Background: an optimization exercise with open tools, aiming at small area, a short achievable clock period and few clock cycles per item. Do not read the settings as production practice. In this exercise RTL edits were held to simulation tests only and were not proved equivalent to the original. Power and IR drop assume default switching activity.

$ cat flow/design.v
`default_nettype none
package conv_window_pkg;
    localparam int DEF_IMG_W = 32;   
    localparam int DEF_IMG_H = 32;   
    localparam int DEF_KSIZE = 5;    
    localparam int DEF_PIX_W = 8;    
    localparam logic [1:0] SCAN_IDLE = 2'd0;   
    localparam logic [1:0] SCAN_LOAD = 2'd1;   
    localparam logic [1:0] SCAN_ROW  = 2'd2;   
    localparam logic [1:0] SCAN_ROLL = 2'd3;
endpackage
`default_nettype wire
`timescale 1ns/1ps
`default_nettype none
module conv_window_gen #(
    parameter int IMG_W = conv_window_pkg::DEF_IMG_W,
    parameter int IMG_H = conv_window_pkg::DEF_IMG_H,
    parameter int KSIZE = conv_window_pkg::DEF_KSIZE,
    parameter int PIX_W = conv_window_pkg::DEF_PIX_W
) (
    input  wire logic                           clk,
    input  wire logic                           reset_n,
    input  wire logic                           i_start,
    input  wire logic                           i_pixel_valid,
    input  wire logic [PIX_W-1:0]               i_pixel,
    input  wire logic                           i_conv_ready,
    output logic                                o_pixel_ready,
    output logic                                o_conv_valid,
    output logic                                o_conv_row_start,
    output logic                                o_conv_row_end,
    output logic                                o_done,
    output logic [KSIZE*KSIZE*PIX_W-1:0]        o_window
);
    localparam int COL_W = $clog2(IMG_W);
    localparam int ROW_W = $clog2(IMG_H);
    localparam int DEPTH = (KSIZE - 1) * IMG_W + KSIZE;   
    localparam logic [COL_W-1:0] LAST_COL  = COL_W'(IMG_W - 1);
    localparam logic [ROW_W-1:0] LAST_ROW  = ROW_W'(IMG_H - 1);
    localparam logic [COL_W-1:0] FIRST_WIN = COL_W'(KSIZE - 1);
    logic [COL_W-1:0] in_col;     
    logic [ROW_W-1:0] in_row;
    logic             in_done;    
    logic [PIX_W-1:0] chain [DEPTH];
    logic win_avail;   
    logic last_win;    
    logic accept, blocked, in_win, in_last;
    logic in_done_n, win_avail_n;
    assign accept  = i_pixel_valid && o_pixel_ready;
    assign blocked = win_avail && !o_conv_valid;
    assign in_win  = (in_col >= FIRST_WIN) && (in_row >= ROW_W'(KSIZE - 1));
    assign in_last = (in_col == LAST_COL) && (in_row == LAST_ROW);
    assign in_done_n   = in_done || (accept && in_last);
    assign win_avail_n = accept ? in_win : blocked;
    always_ff @(posedge clk) begin
        if (!reset_n) begin
            o_pixel_ready    <= 1'b0;
            in_done          <= 1'b1;
            in_col           <= '0;
            in_row           <= '0;
            win_avail        <= 1'b0;
            last_win         <= 1'b0;
            o_conv_valid     <= 1'b0;
            o_conv_row_start <= 1'b0;
            o_conv_row_end   <= 1'b0;
            o_done           <= 1'b0;
        end else if (i_start) begin
            o_pixel_ready    <= 1'b1;
            in_done          <= 1'b0;
            in_col           <= '0;
            in_row           <= '0;
            win_avail        <= 1'b0;
            last_win         <= 1'b0;
            o_conv_valid     <= 1'b0;
            o_conv_row_start <= 1'b0;
            o_conv_row_end   <= 1'b0;
            o_done           <= 1'b0;
        end else begin
            in_done       <= in_done_n;
            o_pixel_ready <= !in_done_n && !(win_avail_n && !i_conv_ready);
            if (accept) begin
                in_col   <= in_col + 1'b1;
                if (in_col == LAST_COL) in_row <= in_row + 1'b1;
                last_win <= in_last;
                o_conv_row_start <= in_win && i_conv_ready && (in_col == FIRST_WIN);
                o_conv_row_end   <= in_win && i_conv_ready && (in_col == LAST_COL);
            end else begin
                o_conv_row_start <= blocked && i_conv_ready && (in_col == FIRST_WIN + 1'b1);
                o_conv_row_end   <= blocked && i_conv_ready && (in_col == '0);
            end
            win_avail    <= win_avail_n;
            o_conv_valid <= win_avail_n && i_conv_ready;
            o_done       <= o_conv_valid && last_win;
        end
    end
    always_ff @(posedge clk) begin
        if (accept) begin
            chain[0] <= i_pixel;
            for (int k = 1; k < DEPTH; k++) chain[k] <= chain[k-1];
        end
    end
    always_comb begin
        for (int i = 0; i < KSIZE; i++) begin
            for (int j = 0; j < KSIZE; j++) begin
                o_window[(i*KSIZE + j)*PIX_W +: PIX_W] = chain[(KSIZE-1-i)*IMG_W + (KSIZE-1-j)];
            end
        end
    end
endmodule
`default_nettype wire
$ cat flow/standard.sh
#!/bin/bash
# synth_recipe.tcl (not shown) runs the flow's synth.tcl, then flattens the netlist and writes it again
# the make line also repeats each setting of config.mk as NAME=value (left out here)
make -C /OpenROAD-flow-scripts/flow DESIGN_CONFIG=/design/flow/config.mk WORK_HOME=/design/flow/orfs CLKGATE_MAP_FILE= SYNTH_SCRIPT=/design/flow/synth_recipe.tcl "${@:-finish}"
$ cat flow/config.mk
export PLATFORM = sky130hd
export DESIGN_NAME = conv_window_gen
export DESIGN_NICKNAME = conv_window_gen
export VERILOG_FILES = /design/flow/design.v
export SDC_FILE = /design/flow/constraint.sdc
export NUM_CORES = 4
export LEC_CHECK = 0
export CAP_MARGIN = 20
export CORE_MARGIN = 2
export CORE_UTILIZATION = 60
export CTS_CLUSTER_DIAMETER = 120
export CTS_CLUSTER_SIZE = 30
export PLACE_DENSITY = 0.7
export SETUP_SLACK_MARGIN = 3.55
export SLEW_MARGIN = 20
$ cat flow/constraint.sdc
create_clock -name core_clock -period 6.0 [get_ports {clk}]
set_input_delay 1.2000 -clock core_clock [delete_from_list [all_inputs] [get_ports {clk}]]
set_output_delay 1.2000 -clock core_clock [all_outputs]
set_load 0.01 [all_outputs]
$ cat flow/flow/run.sh
#!/bin/bash
# The standard layout (standard synthesis included), with two changes to how it is made:
# ports are buffered with a plain buf_2 rather than the delay buffer the resizer would pick,
# and the resizer may swap a cell for one of another footprint (so a port buffer can be
# resized to any buffer). make's full output goes to make.log, each ORFS step's to orfs/logs.
set -euo pipefail
cd "$(dirname "$0")/.."
bash standard.sh MATCH_CELL_FOOTPRINT=0 "BUFFER_PORTS_ARGS=-buffer_cell sky130_fd_sc_hd__buf_2" finish > make.log 2>&1
==> run summary <==
## cell families (layout without fill, tap and decap cells)
group,Yosys count,after routing,synth area share
compound gates,15,15,0.00240
buf+inv,7,297,0.000916
simple gates,44,44,0.00706
flops,1082,1082,0.986
fa+ha+maj,7,7,0.00267
xor+xnor,4,4,0.00107
## layout make-up
cell class / instances / area [um^2] / area share
Tap cell: 696 / 871 / 0.0241
Timing Repair Buffer: 238 / 1330 / 0.0367
Timing Repair inverter: 1 / 11.3 / 0.000311
Clock buffer: 51 / 1110 / 0.0306
Clock inverter: 2 / 38.8 / 0.00107
Inverter: 5 / 45.0 / 0.00125
Sequential cell: 1082 / 32300 / 0.893
Multi-Input combinational cell: 70 / 452 / 0.0125
## per-stage QoR
step	area, um^2	util	instances
3_5_place_dp	34900	0.648	2082
2_1_floorplan	32800	-	1159
6_report	36200	0.671	2145
3_3_place_gp	34900	0.648	2082
4_1_cts	36100	0.670	2141
5_1_grt	36200	0.671	2145
## metal layers
metal	routed length [um]	track usage	up-vias
li1	-	-	5188
met4	712	0.0374	0
met5	0	0	-
met3	1430	0.0244	50
met1	18700	0.212	5647
met2	15800	0.178	209
## flip-flops by register name (all words and copies together) (netlist names)
register,cells
chain,1064
in_col,5
in_done,1
in_row,5
last_win,1
o_conv_row_end,1
o_conv_row_start,1
o_conv_valid,1
o_done,1
o_pixel_ready,1
win_avail,1
## worst min path at each step
stage / from / to
floorplan: chain[101][0] / chain[102][0]
global placement: chain[127][2] / chain[128][2]
detailed placement: chain[101][4] / chain[102][4]
CTS: chain[5][6] / chain[6][6]
global route: chain[5][6] / chain[6][6]
finish: chain[5][6] / chain[6][6]
## where the power goes
part | switching (W) | leakage [nW] | internal [W] | total, W
Clock | 0.00198 | 0.555 | 0.00133 | 0.00331
Sequential | 0.0000300 | 7.82 | 0.00837 | 0.00840
Combinational | 0.000153 | 0.960 | 0.0000294 | 0.000183
Total | 0.00217 | 9.33 | 0.00973 | 0.0119
## synth_stat cells
| cell | n |
|---|---|
| edfxtp_1 | 1064 |
| dfxtp_1 | 18 |
| a21oi_1 | 11 |
| nand2_1 | 9 |
| nand3_1 | 9 |
| ha_1 | 7 |
| nand4_1 | 6 |
| nor2_1 | 6 |
| inv_1 | 5 |
| or3_1 | 4 |
| and3_1 | 3 |
| o21ai_0 | 3 |
| nor2b_1 | 2 |
| xnor2_1 | 2 |
| xor2_1 | 2 |
| a41oi_1 | 1 |
| and3b_1 | 1 |
| buf_4 | 1 |
| clkbuf_1 | 1 |
| nand2_2 | 1 |
| nand2b_1 | 1 |
| nand3_2 | 1 |
| nor3_1 | 1 |
## repair_timing
action / CTS / global route
endpoints found under the setup margin: 360 / 14
resized for setup: 3 / 1
gates cloned: 1 / 0
buffers inserted: 5 / 4
==> out/metrics.yaml <==
outcome: "finished clean"
fin_crit_ps: 2400
worst_setup_path_start_kind: "register"
cts_buffers: 42
critPathBufInv: 1
critical_path.top_delay_family: "flip-flops"
ctsLongestPathBuffers: 3
pin_count: 218
clk_latency_ps: 590
synth_top_cell_by_area: "edfxtp_1"
mostFrequentLayoutCells: "edfxtp_1, buf_2, clkbuf_16"
vdd_drop_max_mv: 0.290
syn-num-nets: 1179
port_buffers: 217
synth_area_um2: 32800
routedWlPerCell_um: 17.1
arrival_ps: 1200
gp_congestion: 0.741
ys_top_cells_by_area: "edfxtp_1, dfxtp_1, ha_1, a21oi_1, nand3_1"
clkTransAtPathRegs_ps: 100
ff2ff_path_depth: 3
antenna_found_initial: 0
crit_path_end: "o_window[137]"
setup_slack_ps: 3600
grt_max_degree: 152
rr_startpoint: "o_pixel_ready"
power.density_nw_per_um2: 329
grt.total_usage: 0.128
dr_total_vias: 11094
nets: 1460
worst_slew_pin_slew_ps: 989
reg2reg_to: "chain[37][7]"
cts_tree: "built"
slew_viol_final: 0
yosysWarnings: 2
synthToLayoutAreaGrowth_pct: 10.4
grt_pass1_wl_mm: 57.4
cts.sinks: 1082
p_leak_nw: 9.33
fp.coreArea_um2: 53900
cts_root_buf: "clkbuf_16"
drt_iter0_drc: 933
avgSynthCellArea_um2: 28.3
critPathRequiredTime_ps: 4800
nFillCells: 3261
setup_tns_ps: 0
hold_slack_ps: 397
cts_hold_buf: 0
dp_hpwl_mm: 17.9
skew_ps: 31.2
rsz0062_at_grt: "yes"
crit_chain: "buf_6"
pre_cts_slack_ps: 2680
dieArea_um2: 56500
hold_depth: 0
min_period_over_period: 0.401
hold_class: "reg2reg"
antenna_cells: 0
drc: 0
startpoint: "chain[34][1]"
slowest_stage: "edfxtp_1"
final_common_cell: "edfxtp_1"
ys_seq_elements: 1082
rows: 85
vias_per_cell: 5.17
dr.pass1.iters: 4
wirelength_mm: 36.6
postRouteAntennaNets: 0
start_util: 0.608
chipWidth_um: 238
drv_cap: 0
setup_viol_count_final: 0
gr-total-overflow: 0
path_max_fanout: 2
synth_top_area_frac: 0.975
total_power_w: 0.0119
worstSetupPathType: "reg2out"
slew-limit-headroom: 0.341
worst-r2r-setup-slack_ps: 4020
drive_gt1_frac: 0.199
synthDistinctLibCells: 23
hold_viol: 0
fp.dieH_um: 238
end_kind: "output pin"
grt_pass1_vias: 10606
synth_seq_area_share: 0.986
htree_levels: 2
cp_num_cells: 1
synth_cells: 1159
fmaxAchievable_ghz: 0.416
crit_path_max_incr_delay_ps: 460
Testbench counts, summed over its fixed seeds: cycles 32,864, frames 32.

==> what the ideal ports hide <==
How much do the figures lean on ideal ports? The routed layout below was timed once more, with nothing changed but the port constraints. Step 1: set_driving_cell puts a clkbuf_16 on clk and a buf_2 on each other input, an assumption about the parent block. Step 2 also shifts input and output timing later by t, the mid clock arrival at the registers, as if the neighbouring blocks saw the same clock. Slacks: ideal / step 1 / step 2; pairs: ideal / step 1.
t, ns: 0.627
slack for setup (ns): 3.595 / 3.543 / 3.030
clock arrival spread, ns: 0.038 / 0.039
worst register clock-pin slew, ns: 0.11 / 0.11
worst data-port slew with drivers (ns): 0.03
After both steps this run still meets setup and hold. The setup slack of this run moves by -0.052 ns with the drivers and by -0.565 ns with both steps.
